This is an optimization exercise on Yosys and OpenROAD, whose aim is a short achievable clock period, few clock cycles and low power, not a production implementation. Where RTL was checked, it was by simulation tests only, not by an equivalence proof against the original. Power and IR drop assume default switching activity.

## core_top
module core_top #(
    parameter logic [cpu_pkg::PADDR_W-1:0] CODE_BASE   = '0,
    parameter logic [cpu_pkg::PADDR_W-1:0] DATA_BASE   = 20'h01000,
    parameter logic [cpu_pkg::PADDR_W-1:0] STACK_BASE  = 20'h02000,
    parameter logic [cpu_pkg::WORD_W-1:0]  SP_INIT     = 16'h0100,
    parameter int                          QUEUE_DEPTH = 4
) (
    input  logic                        clk,
    input  logic                        rst,
    output logic [cpu_pkg::PADDR_W-1:0] rom_addr,
    input  logic [cpu_pkg::BYTE_W-1:0]  rom_data,
    output logic                        mem_en,
    output logic                        mem_we,
    output logic [cpu_pkg::PADDR_W-1:0] mem_addr,
    output logic [cpu_pkg::WORD_W-1:0]  mem_wdata,
    input  logic [cpu_pkg::WORD_W-1:0]  mem_rdata,
    output logic                        halted
);
    localparam int PC_W = 12;
    localparam int MA_W = 17;
    localparam logic [2:0] S_OP    = 3'd0;
    localparam logic [2:0] S_MODRM = 3'd1;
    localparam logic [2:0] S_D1    = 3'd2;
    localparam logic [2:0] S_D2    = 3'd3;
    localparam logic [2:0] S_HALT  = 3'd4;
    localparam logic [2:0] K_IMM  = 3'd1;
    localparam logic [2:0] K_RR   = 3'd2;
    localparam logic [2:0] K_LD   = 3'd3;
    localparam logic [2:0] K_ST   = 3'd4;
    localparam logic [2:0] K_PUSH = 3'd5;
    localparam logic [2:0] K_POP  = 3'd6;
    logic [PC_W-1:0]    pc;
    logic [2:0]         st;
    logic               run;
    logic               f_two;      
    logic               f_sext;     
    logic               f_opd;      
    logic               f_opw;      
    logic               x_valid;
    logic [2:0]         x_kind;
  ...
==> flow/config.mk <==
export PLATFORM = sky130hd
export DESIGN_NAME = core_top
export DESIGN_NICKNAME = core_top
export VERILOG_FILES = /design/flow/design.v
export SDC_FILE = /design/flow/constraint.sdc
export NUM_CORES = 4
export LEC_CHECK = 0
export CAP_MARGIN = 20
export CORE_MARGIN = 2
export CORE_UTILIZATION = 65
export PLACE_DENSITY = 0.75
export SETUP_SLACK_MARGIN = 5
export SLEW_MARGIN = 20
==> flow/constraint.sdc <==
create_clock -name core_clock -period 8.0 [get_ports {clk}]
set_input_delay 1.6000 -clock core_clock [delete_from_list [all_inputs] [get_ports {clk}]]
set_output_delay 1.6000 -clock core_clock [all_outputs]
set_load 0.01 [all_outputs]
standard.sh (not shown) runs the stock make flow with config.mk's settings and CLKGATE_MAP_FILE= SYNTH_SCRIPT=/design/flow/synth_recipe.tcl, a recipe that flattens the netlist after the stock synthesis.
==> flow/flow/run.sh <==
#!/bin/bash
# Layout flow: the standard flow (standard.sh), with these changes after
# synthesis, which is run unchanged:
#  - the resizer may swap a cell for one of another footprint
#    (MATCH_CELL_FOOTPRINT=0; the platform sets 1), so repair_timing can
#    upsize gates and buffers;
#  - the port buffers that global placement inserts are buf_4 cells rather
#    than the resizer's default (a delay buffer);
#  - clock tree synthesis clusters up to 24 flip-flops within 90 um per leaf
#    buffer and adds no dummy loads.
# Each step's full output goes to a log file in the work folder; ORFS's own
# per-step logs are under orfs/logs.
set -euo pipefail
bash standard.sh synth > flow_synth.log 2>&1
bash standard.sh MATCH_CELL_FOOTPRINT=0 \
    "BUFFER_PORTS_ARGS=-buffer_cell sky130_fd_sc_hd__buf_4" \
    "CTS_ARGS=-sink_clustering_enable -repair_clock_nets -sink_clustering_size 24 -sink_clustering_max_diameter 90 -dont_use_dummy_load" \
    finish > flow_layout.log 2>&1
The baseline completed without violations.
Testbench counts at the start, summed over its fixed seeds: cycles 31,386.
Then changed:
--- a/flow/design.v
+++ b/flow/design.v
@@ -54,13 +54,12 @@
     logic [3:0]         x_use;      
     logic [WORD_W-1:0]  x_data;
     logic               m_en;
     logic               m_we;
     logic [WORD_W-1:0]  m_a;
     logic               m_stack;
-    logic [WORD_W-1:0]  m_wd;
     logic               ld1_v;
     logic [2:0]         ld1_dst;
     logic               ld2_v;
     logic [2:0]         ld2_dst;
     logic [WORD_W-1:0]  regs [8];
     logic               is_imm, is_rr, is_ld, is_st, is_push, is_pop, is_mem;
@@ -75,12 +74,15 @@
     logic [WORD_W-1:0]  xv;
     logic [WORD_W-1:0]  base_b;
     logic [WORD_W-1:0]  base_i;
     logic [WORD_W-1:0]  cs_s;
     logic [WORD_W-1:0]  cs_c;
     logic [WORD_W-1:0]  dsum;
+    logic [8:0]         lo9;
+    logic [8:0]         hi0;
+    logic [8:0]         hi1;
     logic [WORD_W-1:0]  ssum;
     logic [WORD_W-1:0]  addr;
     assign is_imm  = (x_kind == K_IMM);
     assign is_rr   = (x_kind == K_RR);
     assign is_ld   = (x_kind == K_LD);
     assign is_st   = (x_kind == K_ST);
@@ -108,12 +110,30 @@
     assign rv  = fwd ? mem_rdata : regs[x_sp];
     assign rb  = x_shi ? rv[15:8] : rv[7:0];
     always_comb begin
         if (is_imm) xv = xw ? x_data : {x_data[7:0], x_data[7:0]};
         else        xv = xw ? rv : {rb, rb};
     end
+    function automatic logic [8:0] ks_add8(input logic [7:0] x,
+                                           input logic [7:0] y,
+                                           input logic       ci);
+        logic [7:0] g, p, g2, p2;
+        g = (x & y) | {7'd0, ci & (x[0] | y[0])};
+        p = x ^ y;
+        for (int d = 1; d < 8; d = d * 2) begin
+            g2 = g;
+            p2 = p;
+            for (int i = d; i < 8; i++) begin
+                g2[i] = g[i] | (p[i] & g[i-d]);
+                p2[i] = p[i] & p[i-d];
+            end
+            g = g2;
+            p = p2;
+        end
+        ks_add8 = {g[7], (x ^ y) ^ {g[6:0], ci}};
+    endfunction
     function automatic logic [WORD_W-1:0] ks_add(input logic [WORD_W-1:0] x,
                                                  input logic [WORD_W-1:0] y);
         logic [WORD_W-1:0] g, p, g2, p2;
         g = x & y;
         p = x ^ y;
         for (int d = 1; d < WORD_W; d = d * 2) begin
@@ -130,20 +150,22 @@
     endfunction
     assign base_b = ({WORD_W{x_use[0]}} & regs[3]) | ({WORD_W{x_use[1]}} & regs[5]);
     assign base_i = ({WORD_W{x_use[2]}} & regs[6]) | ({WORD_W{x_use[3]}} & regs[7]);
     assign cs_s = base_b ^ base_i ^ x_data;
     assign cs_c = {(base_b[14:0] & base_i[14:0]) | (base_b[14:0] & x_data[14:0]) |
                    (base_i[14:0] & x_data[14:0]), 1'b0};
-    assign dsum = ks_add(cs_s, cs_c);
-    assign ssum = ks_add(regs[4], x_data);
+    assign lo9  = ks_add8(cs_s[7:0], cs_c[7:0], 1'b0);
+    assign hi0  = ks_add8(cs_s[15:8], cs_c[15:8], 1'b0);
+    assign hi1  = ks_add8(cs_s[15:8], cs_c[15:8], 1'b1);
+    assign dsum = {lo9[8] ? hi1[7:0] : hi0[7:0], lo9[7:0]};
+    assign ssum = ks_add(regs[4], is_push ? WORD_W'(STACK_BASE - 2) : WORD_W'(STACK_BASE));
     assign addr = (is_push || is_pop) ? ssum : dsum;
     always_ff @(posedge clk) begin
         m_a     <= addr;
         m_stack <= is_push || is_pop;
         m_we    <= is_st || is_push;
-        m_wd    <= rv;
         ld1_dst <= x_wp;
         ld2_dst <= ld1_dst;
     end
     always_ff @(posedge clk or negedge rst) begin
         if (!rst) begin
             m_en  <= 1'b0;
@@ -246,13 +268,12 @@
                     x_wp   <= b[2:0];
                     x_sp   <= b[2:0];
                     x_shi  <= 1'b0;
                     x_lo   <= 1'b1;
                     x_hi   <= 1'b1;
                     x_use  <= 4'b0000;
-                    x_data <= b[3] ? WORD_W'(STACK_BASE) : WORD_W'(STACK_BASE - 2);
                     if (b[7:4] == 4'hB) begin
                         x_kind <= K_IMM;
                         if (!b[3]) begin
                             x_wp <= {1'b0, b[1:0]};
                             x_lo <= !b[2];
                             x_hi <= b[2];
@@ -312,17 +333,18 @@
                 S_D2: begin
                     x_data[15:8] <= (x_kind == K_IMM) ? b : b + BYTE_W'(DATA_BASE >> 8);
                 end
                 default: ;
             endcase
         end
+        if (go && (is_st || is_push)) x_data <= rv;
     end
     assign rom_addr  = PADDR_W'(CODE_BASE << 4) + PADDR_W'(pc);
     assign mem_en    = m_en;
     assign mem_we    = m_we;
     assign mem_addr  = {3'b000,
                         m_stack ? (m_a[15:12] < 4'(STACK_BASE >> 12))
                                 : (m_a[15:12] < 4'(DATA_BASE >> 12)),
                         m_a};
-    assign mem_wdata = m_wd;
+    assign mem_wdata = x_data;
     assign halted    = !run || (st == S_HALT && !m_en);
 endmodule
After rerunning: Worst hold slack got worse by 0.0047 ns. Final area stays flat. Cell count is lower by 2.1%. Via count is lower by 3.2%. Wire length is lower by 3.6%. Area after synthesis is lower by 1.4%. Core utilization is higher by 0.30 points. Synthesized cell count is lower by 4.0%. Worst setup slack improved by 0.048 ns.
Only the layout flow was run in the second run of this note; the RTL was not checked for function there.


## v6
The RTL this note starts from:
==> flow/design.v <==
package cpu_pkg;
    parameter int WORD_W    = 16;
    parameter int BYTE_W    = 8;
    parameter int PADDR_W   = 20;
    parameter int REG_IDX_W = 3;
endpackage
`timescale 1ns/100ps
import cpu_pkg::*;
module core_top #(
    parameter logic [cpu_pkg::PADDR_W-1:0] CODE_BASE   = '0,
    parameter logic [cpu_pkg::PADDR_W-1:0] DATA_BASE   = 20'h01000,
    parameter logic [cpu_pkg::PADDR_W-1:0] STACK_BASE  = 20'h02000,
    parameter logic [cpu_pkg::WORD_W-1:0]  SP_INIT     = 16'h0100,
    parameter int                          QUEUE_DEPTH = 4
) (
    input  logic                        clk,
    input  logic                        rst,
    output logic [cpu_pkg::PADDR_W-1:0] rom_addr,
    input  logic [cpu_pkg::BYTE_W-1:0]  rom_data,
    output logic                        mem_en,
    output logic                        mem_we,
    output logic [cpu_pkg::PADDR_W-1:0] mem_addr,
    output logic [cpu_pkg::WORD_W-1:0]  mem_wdata,
    input  logic [cpu_pkg::WORD_W-1:0]  mem_rdata,
    output logic                        halted
);
    localparam int PC_W = 12;
    localparam int MA_W = 17;
    localparam logic [2:0] S_OP    = 3'd0;
    localparam logic [2:0] S_MODRM = 3'd1;
    localparam logic [2:0] S_D1    = 3'd2;
    localparam logic [2:0] S_D2    = 3'd3;
    localparam logic [2:0] S_HALT  = 3'd4;
    localparam logic [2:0] K_IMM  = 3'd1;
    localparam logic [2:0] K_RR   = 3'd2;
    localparam logic [2:0] K_LD   = 3'd3;
    localparam logic [2:0] K_ST   = 3'd4;
    localparam logic [2:0] K_PUSH = 3'd5;
    localparam logic [2:0] K_POP  = 3'd6;
    logic [PC_W-1:0]    pc;
    logic [2:0]         st;
    logic               run;
    logic               halted_q;
    logic               f_two;      
    logic               f_sext;     
    logic               f_opd;      
    logic               f_opw;      
    logic               x_valid;
    logic [2:0]         x_kind;
    logic [2:0]         x_wp;       
    logic               x_lo;       
    logic               x_hi;       
    logic [2:0]         x_sp;       
    logic               x_shi;      
    logic [4:0]         x_use;      
    logic [WORD_W-1:0]  x_data;     
    logic               m_en;
    logic               m_we;
    logic [MA_W-1:0]    m_a;
    logic [WORD_W-1:0]  m_wd;
    logic               ld1_v;
    logic [2:0]         ld1_dst;
    logic               ld2_v;
    logic [2:0]         ld2_dst;
    logic [WORD_W-1:0]  regs [8];
    logic               is_imm, is_rr, is_ld, is_st, is_push, is_pop, is_mem;
    logic               use_src, is_wr, xw;
    logic               haz1, haz2;
    logic               stall;
    logic               go;
    logic               fen;
    logic               fwd;
    logic [WORD_W-1:0]  rv;
    logic [BYTE_W-1:0]  rb;
    logic [WORD_W-1:0]  xv;
    logic [WORD_W-1:0]  base_b;
    logic [WORD_W-1:0]  base_i;
    logic [WORD_W-1:0]  cs_s;
    logic [WORD_W-1:0]  cs_c;
    logic [WORD_W-1:0]  lo13;
    logic [3:0]         hs;
    logic [4:0]         seg;
    logic [4:0]         top0;
    logic [4:0]         top1;
    logic [MA_W-1:0]    addr;
    assign is_imm  = (x_kind == K_IMM);
    assign is_rr   = (x_kind == K_RR);
    assign is_ld   = (x_kind == K_LD);
    assign is_st   = (x_kind == K_ST);
    assign is_push = (x_kind == K_PUSH);
    assign is_pop  = (x_kind == K_POP);
    assign is_mem  = is_ld | is_st | is_push | is_pop;
    assign use_src = is_rr | is_st | is_push;
    assign is_wr   = is_imm | is_rr;
    assign xw      = x_lo & x_hi;
    function automatic logic base_hit(input logic [4:0] use_, input logic [2:0] r);
        base_hit = (use_[0] && r == 3'd3) || (use_[1] && r == 3'd5) ||
                   (use_[2] && r == 3'd6) || (use_[3] && r == 3'd7) ||
                   (use_[4] && r == 3'd4);
    endfunction
    assign haz1  = ld1_v && ((use_src && x_sp == ld1_dst) ||
                             (is_wr && x_wp == ld1_dst) ||
                             base_hit(x_use, ld1_dst));
    assign haz2  = ld2_v && base_hit(x_use, ld2_dst);
    assign stall = x_valid && (haz1 || haz2);
    assign go    = x_valid && !stall;
    assign fen   = run && !stall;
    assign fwd = ld2_v && (x_sp == ld2_dst);
    assign rv  = fwd ? mem_rdata : regs[x_sp];
    assign rb  = x_shi ? rv[15:8] : rv[7:0];
    always_comb begin
        if (is_imm) xv = xw ? x_data : {x_data[7:0], x_data[7:0]};
        else        xv = xw ? rv : {rb, rb};
    end
    function automatic logic [WORD_W-1:0] ks_add(input logic [WORD_W-1:0] x,
                                                 input logic [WORD_W-1:0] y);
        logic [WORD_W-1:0] g, p, g2, p2;
        g = x & y;
        p = x ^ y;
        for (int d = 1; d < WORD_W; d = d * 2) begin
            g2 = g;
            p2 = p;
            for (int i = d; i < WORD_W; i++) begin
                g2[i] = g[i] | (p[i] & g[i-d]);
                p2[i] = p[i] & p[i-d];
            end
            g = g2;
            p = p2;
        end
        ks_add = (x ^ y) ^ {g[WORD_W-2:0], 1'b0};
    endfunction
    assign base_b = ({WORD_W{x_use[0]}} & regs[3]) |
                    ({WORD_W{x_use[1]}} & regs[5]) |
                    ({WORD_W{x_use[4]}} & regs[4]);
    assign base_i = ({WORD_W{x_use[2]}} & regs[6]) |
                    ({WORD_W{x_use[3]}} & regs[7]);
    assign cs_s = base_b ^ base_i ^ x_data;
    assign cs_c = {(base_b[14:0] & base_i[14:0]) | (base_b[14:0] & x_data[14:0]) |
                   (base_i[14:0] & x_data[14:0]), 1'b0};
    assign lo13 = ks_add({4'd0, cs_s[11:0]}, {4'd0, cs_c[11:0]});
    assign hs   = cs_s[15:12] + cs_c[15:12];
    assign seg  = (is_push || is_pop) ? 5'(STACK_BASE >> 12) : 5'(DATA_BASE >> 12);
    assign top0 = {1'b0, hs} + seg;
    assign top1 = {1'b0, hs + 4'd1} + seg;
    assign addr = {lo13[12] ? top1 : top0, lo13[11:0]};
    always_ff @(posedge clk) begin
        m_a     <= addr;
        m_we    <= is_st || is_push;
        m_wd    <= rv;
        ld1_dst <= x_wp;
        ld2_dst <= ld1_dst;
    end
    always_ff @(posedge clk or negedge rst) begin
        if (!rst) begin
            m_en  <= 1'b0;
            ld1_v <= 1'b0;
            ld2_v <= 1'b0;
        end else begin
            m_en  <= go && is_mem;
            ld1_v <= go && (is_ld || is_pop);
            ld2_v <= ld1_v;
        end
    end
    always_ff @(posedge clk or negedge rst) begin
        if (!rst) begin
            for (int i = 0; i < 8; i++) begin
                regs[i] <= (i == 4) ? SP_INIT : '0;
            end
        end else begin
            for (int i = 0; i < 8; i++) begin
                if (i == 4 && go && is_push) begin
                    regs[i] <= regs[i] - WORD_W'(2);
                end else if (i == 4 && go && is_pop) begin
                    regs[i] <= regs[i] + WORD_W'(2);
                end else begin
                    if (go && is_wr && x_lo && x_wp == 3'(i)) begin
                        regs[i][7:0] <= xv[7:0];
                    end else if (ld2_v && ld2_dst == 3'(i)) begin
                        regs[i][7:0] <= mem_rdata[7:0];
                    end
                    if (go && is_wr && x_hi && x_wp == 3'(i)) begin
                        regs[i][15:8] <= xv[15:8];
                    end else if (ld2_v && ld2_dst == 3'(i)) begin
                        regs[i][15:8] <= mem_rdata[15:8];
                    end
                end
            end
        end
    end
    logic [BYTE_W-1:0]  b;
    logic               done;
    logic [1:0]         skip;
    logic               direct;
    assign b = rom_data;
    assign direct = (b[7:6] == 2'b00) && (b[2:0] == 3'b110);
    always_comb begin
        done = 1'b0;
        skip = 2'd0;
        case (st)
            S_OP:    done = (b[7:4] == 4'h5);
            S_MODRM: begin
                done = (b[7:6] == 2'b11) ||
                       (f_opw && b[7:6] == 2'b00 && b[2:0] != 3'b110);
                if (!f_opw && b[7:6] != 2'b11) begin
                    skip = (b[7:6] == 2'b01) ? 2'd1 :
                           (b[7:6] == 2'b10 || direct) ? 2'd2 : 2'd0;
                end
            end
            S_D1:    done = !f_two;
            S_D2:    done = 1'b1;
            default: done = 1'b0;
        endcase
    end
    always_ff @(posedge clk or negedge rst) begin
        if (!rst) begin
            pc      <= '0;
            st      <= S_OP;
            run     <= 1'b1;
            halted_q <= 1'b0;
            x_valid <= 1'b0;
        end else begin
            run     <= run && (st != S_HALT);
            halted_q <= !run || (st == S_HALT) ||
                        (fen && st == S_OP && b == 8'hF4 && !(go && is_mem));
            x_valid <= stall || (fen && done);
            if (fen) begin
                pc <= pc + PC_W'(skip) + PC_W'(1);
                case (st)
                    S_OP: begin
                        if (b[7:2] == 6'b100010)           st <= S_MODRM;
                        else if (b[7:4] == 4'hB)           st <= S_D1;
                        else if (b == 8'hA1 || b == 8'hA3) st <= S_D1;
                        else if (b == 8'hF4)               st <= S_HALT;
                    end
                    S_MODRM: begin
                        if (!done && skip == 2'd0 && (f_opw || b[7:6] == 2'b11)) st <= S_D1;
                        else                                                   st <= S_OP;
                    end
                    S_D1: begin
                        st <= f_two ? S_D2 : S_OP;
                    end
                    default: st <= S_OP;
                endcase
            end
        end
    end
    always_ff @(posedge clk) begin
        if (fen) begin
            case (st)
                S_OP: begin
                    f_opd  <= b[1];
                    f_opw  <= b[0];
                    f_sext <= 1'b0;
                    f_two  <= 1'b1;
                    x_wp   <= b[2:0];
                    x_sp   <= b[2:0];
                    x_shi  <= 1'b0;
                    x_lo   <= 1'b1;
                    x_hi   <= 1'b1;
                    x_use  <= 5'b10000;
                    x_data <= b[3] ? 16'h0000 : 16'hFFFE;
                    if (b[7:4] == 4'hB) begin
                        x_kind <= K_IMM;
                        f_two  <= b[3];
                        if (!b[3]) begin
                            x_wp <= {1'b0, b[1:0]};
                            x_lo <= !b[2];
                            x_hi <= b[2];
                        end
                    end else if (b[7:4] == 4'h5) begin
                        x_kind <= b[3] ? K_POP : K_PUSH;
                    end else begin
                        x_kind <= b[1] ? K_ST : K_LD;
                        x_wp   <= 3'd0;
                        x_sp   <= 3'd0;
                        x_use  <= 5'b00000;
                    end
                end
                S_MODRM: begin
                    f_sext <= (b[7:6] == 2'b01);
                    f_two  <= (b[7:6] != 2'b01);
                    x_data <= '0;
                    if (b[7:6] == 2'b11) begin
                        x_kind <= K_RR;
                        if (f_opw) begin
                            x_wp  <= f_opd ? b[5:3] : b[2:0];
                            x_sp  <= f_opd ? b[2:0] : b[5:3];
                            x_shi <= 1'b0;
                            x_lo  <= 1'b1;
                            x_hi  <= 1'b1;
                        end else begin
                            x_wp  <= {1'b0, f_opd ? b[4:3] : b[1:0]};
                            x_sp  <= {1'b0, f_opd ? b[1:0] : b[4:3]};
                            x_shi <= f_opd ? b[2] : b[5];
                            x_lo  <= !(f_opd ? b[5] : b[2]);
                            x_hi  <= f_opd ? b[5] : b[2];
                        end
                    end else begin
                        x_kind <= f_opd ? K_LD : K_ST;
                        x_wp   <= b[5:3];
                        x_sp   <= b[5:3];
                    end
                    case (b[2:0])
                        3'd0:    x_use <= 5'b00101;
                        3'd1:    x_use <= 5'b01001;
                        3'd2:    x_use <= 5'b00110;
                        3'd3:    x_use <= 5'b01010;
                        3'd4:    x_use <= 5'b00100;
                        3'd5:    x_use <= 5'b01000;
                        3'd6:    x_use <= direct ? 5'b00000 : 5'b00010;
                        default: x_use <= 5'b00001;
                    endcase
                    if (b[7:6] == 2'b11) x_use <= 5'b00000;
                end
                S_D1: begin
                    x_data[7:0] <= b;
                    if (f_sext) x_data[15:8] <= {BYTE_W{b[7]}};
                end
                S_D2: begin
                    x_data[15:8] <= b;
                end
                default: ;
            endcase
        end
    end
    assign rom_addr  = PADDR_W'(CODE_BASE << 4) + PADDR_W'(pc);
    assign mem_en    = m_en;
    assign mem_we    = m_we;
    assign mem_addr  = PADDR_W'(m_a);
    assign mem_wdata = m_wd;
    assign halted    = halted_q;
endmodule
export LEC_CHECK = 0
export CAP_MARGIN = 20
export CORE_MARGIN = 2
export CORE_UTILIZATION = 40
export SETUP_SLACK_MARGIN = 5
export SLEW_MARGIN = 20
create_clock -name core_clock -period 8.0 [get_ports {clk}]
run.sh (not shown) runs the stock make flow with config.mk's settings and CLKGATE_MAP_FILE= SYNTH_SCRIPT=/design/flow/synth_recipe.tcl, a recipe that flattens the netlist after the stock synthesis.
Stock flow here: none of the scripts above is used.
Edits applied to the flow inputs when going from v6 to v7:
--- a/flow/design.v
+++ b/flow/design.v
@@ -79,6 +79,7 @@
     logic [WORD_W-1:0]  cs_c;
     logic [WORD_W-1:0]  lo13;
-    logic [3:0]         hs;
-    logic [4:0]         seg;
+    logic [WORD_W-1:0]  hs;
+    logic [WORD_W-1:0]  spa;
+    logic [4:0]         sp_top;
     logic [4:0]         top0;
     logic [4:0]         top1;
@@ -130,18 +131,22 @@
         ks_add = (x ^ y) ^ {g[WORD_W-2:0], 1'b0};
     endfunction
-    assign base_b = ({WORD_W{x_use[0]}} & regs[3]) |
-                    ({WORD_W{x_use[1]}} & regs[5]) |
-                    ({WORD_W{x_use[4]}} & regs[4]);
-    assign base_i = ({WORD_W{x_use[2]}} & regs[6]) |
-                    ({WORD_W{x_use[3]}} & regs[7]);
+    function automatic logic [4:0] inc4(input logic [3:0] h);
+        inc4 = {&h[3:0], h[3] ^ (&h[2:0]), h[2] ^ (&h[1:0]), h[1] ^ h[0], !h[0]};
+    endfunction
+    assign base_b = ({WORD_W{x_use[0]}} & regs[3]) | ({WORD_W{x_use[1]}} & regs[5]);
+    assign base_i = ({WORD_W{x_use[2]}} & regs[6]) | ({WORD_W{x_use[3]}} & regs[7]);
     assign cs_s = base_b ^ base_i ^ x_data;
     assign cs_c = {(base_b[14:0] & base_i[14:0]) | (base_b[14:0] & x_data[14:0]) |
                    (base_i[14:0] & x_data[14:0]), 1'b0};
     assign lo13 = ks_add({4'd0, cs_s[11:0]}, {4'd0, cs_c[11:0]});
-    assign hs   = cs_s[15:12] + cs_c[15:12];
-    assign seg  = (is_push || is_pop) ? 5'(STACK_BASE >> 12) : 5'(DATA_BASE >> 12);
-    assign top0 = {1'b0, hs} + seg;
-    assign top1 = {1'b0, hs + 4'd1} + seg;
-    assign addr = {lo13[12] ? top1 : top0, lo13[11:0]};
+    assign hs   = ks_add({12'd0, cs_s[15:12]}, {12'd0, cs_c[15:12]});
+    assign top0 = inc4(hs[3:0]);
+    assign top1 = inc4(4'(inc4(hs[3:0])));
+    assign spa  = is_push ? regs[4] - WORD_W'(2) : regs[4];
+    assign sp_top = 5'({1'b0, spa[15:12]} + 5'(STACK_BASE >> 12));
+    always_comb begin
+        if (is_push || is_pop) addr = {sp_top, spa[11:0]};
+        else                   addr = {lo13[12] ? top1 : top0, lo13[11:0]};
+    end
     always_ff @(posedge clk) begin
         m_a     <= addr;
@@ -193,4 +198,8 @@
     logic               direct;
     assign b = rom_data;
+    assign f_opd  = x_shi;
+    assign f_opw  = x_lo;
+    assign f_sext = (x_kind != K_IMM) && x_shi;
+    assign f_two  = (x_kind == K_IMM) ? (x_lo && x_hi) : !x_shi;
     assign direct = (b[7:6] == 2'b00) && (b[2:0] == 3'b110);
     always_comb begin
@@ -249,8 +258,4 @@
             case (st)
                 S_OP: begin
-                    f_opd  <= b[1];
-                    f_opw  <= b[0];
-                    f_sext <= 1'b0;
-                    f_two  <= 1'b1;
                     x_wp   <= b[2:0];
                     x_sp   <= b[2:0];
@@ -262,5 +267,4 @@
                     if (b[7:4] == 4'hB) begin
                         x_kind <= K_IMM;
-                        f_two  <= b[3];
                         if (!b[3]) begin
                             x_wp <= {1'b0, b[1:0]};
@@ -276,8 +280,10 @@
                         x_use  <= 5'b00000;
                     end
+                    if (b[7:2] == 6'b100010) begin
+                        x_shi <= b[1];
+                        x_lo  <= b[0];
+                    end
                 end
                 S_MODRM: begin
-                    f_sext <= (b[7:6] == 2'b01);
-                    f_two  <= (b[7:6] != 2'b01);
                     x_data <= '0;
                     if (b[7:6] == 2'b11) begin
@@ -300,4 +306,5 @@
                         x_wp   <= b[5:3];
                         x_sp   <= b[5:3];
+                        x_shi  <= (b[7:6] == 2'b01);
                     end
                     case (b[2:0])
### Flow results
Status | v6 and v7 | clean. Taking v6 as the reference point, the global-route usage over all layers of v7 falls by 0.27 points. In v7, relative area change from synthesis to final layout is higher than in v6. In the final design statistics, v7 uses fewer standard cells in total than v6. On combinational power, the lower figure sits with v7, not v6. When v7 is set beside v6, its number of resized instances in the post-cts repair step turns out to be about 30% larger. Against v6, the final cell area of v7 is higher. Main combinational cell family by area after synthesis = multiplexers: v7; main combinational cell family by area after synthesis = compound AO/OA/AOI/OAI gates: v6. Flops: v7 fewer than v6. NOTE: count of cells along the worst register-to-register path in v7 falls short of that of v6. Against v6, v7 comes in about 0.6% lower on non-clock buffer count. Of v6 and v7, v7 shows the lower flip-flop and latch count after synthesis, with v6 above it. v7 has final antenna diode count above what v6 had. Per the comparison of v7 with v6, routed wire length now sits at about the same level; final critical-path setup slack now sits higher; clock-buffer cell count now sits lower.
Testbench counts of v7, summed over its fixed seeds: cycles 31,400.
Function not checked in v6: the RTL went through the layout flow alone.

-- afterwards: timing with drivers on the ports --
Ports are ideal in the flow. The routed layouts listed here were re-timed in OpenROAD.
Step 1, drivers: a clkbuf_16 drives clk and a buf_2 each remaining input, both assumed.
Step 2 moves the port delays by t, midway between the first and last clock arrival at a register: inputs arrive t later, outputs are due t later. That takes back most of the time a late clock gives input paths.
Three values: ideal, step 1, step 2; two values: the first two.
run	t (ns)	setup slack, ns	worst data-port slew with drivers (ns)
the first run of note 1	0.532	4.707 / 4.707 / 4.450	0.04
the second run of note 1	0.524	4.755 / 4.755 / 4.609	0.04
v6	0.621	3.818 / 3.818 / 3.818	0.04
v7	0.597	4.589 / 4.589 / 4.474	0.08
After both steps setup and hold are still met in every run listed. For the first run of note 1, which loses most, drivers alone change the setup slack by 0.000 ns; drivers and shift together by -0.257 ns.
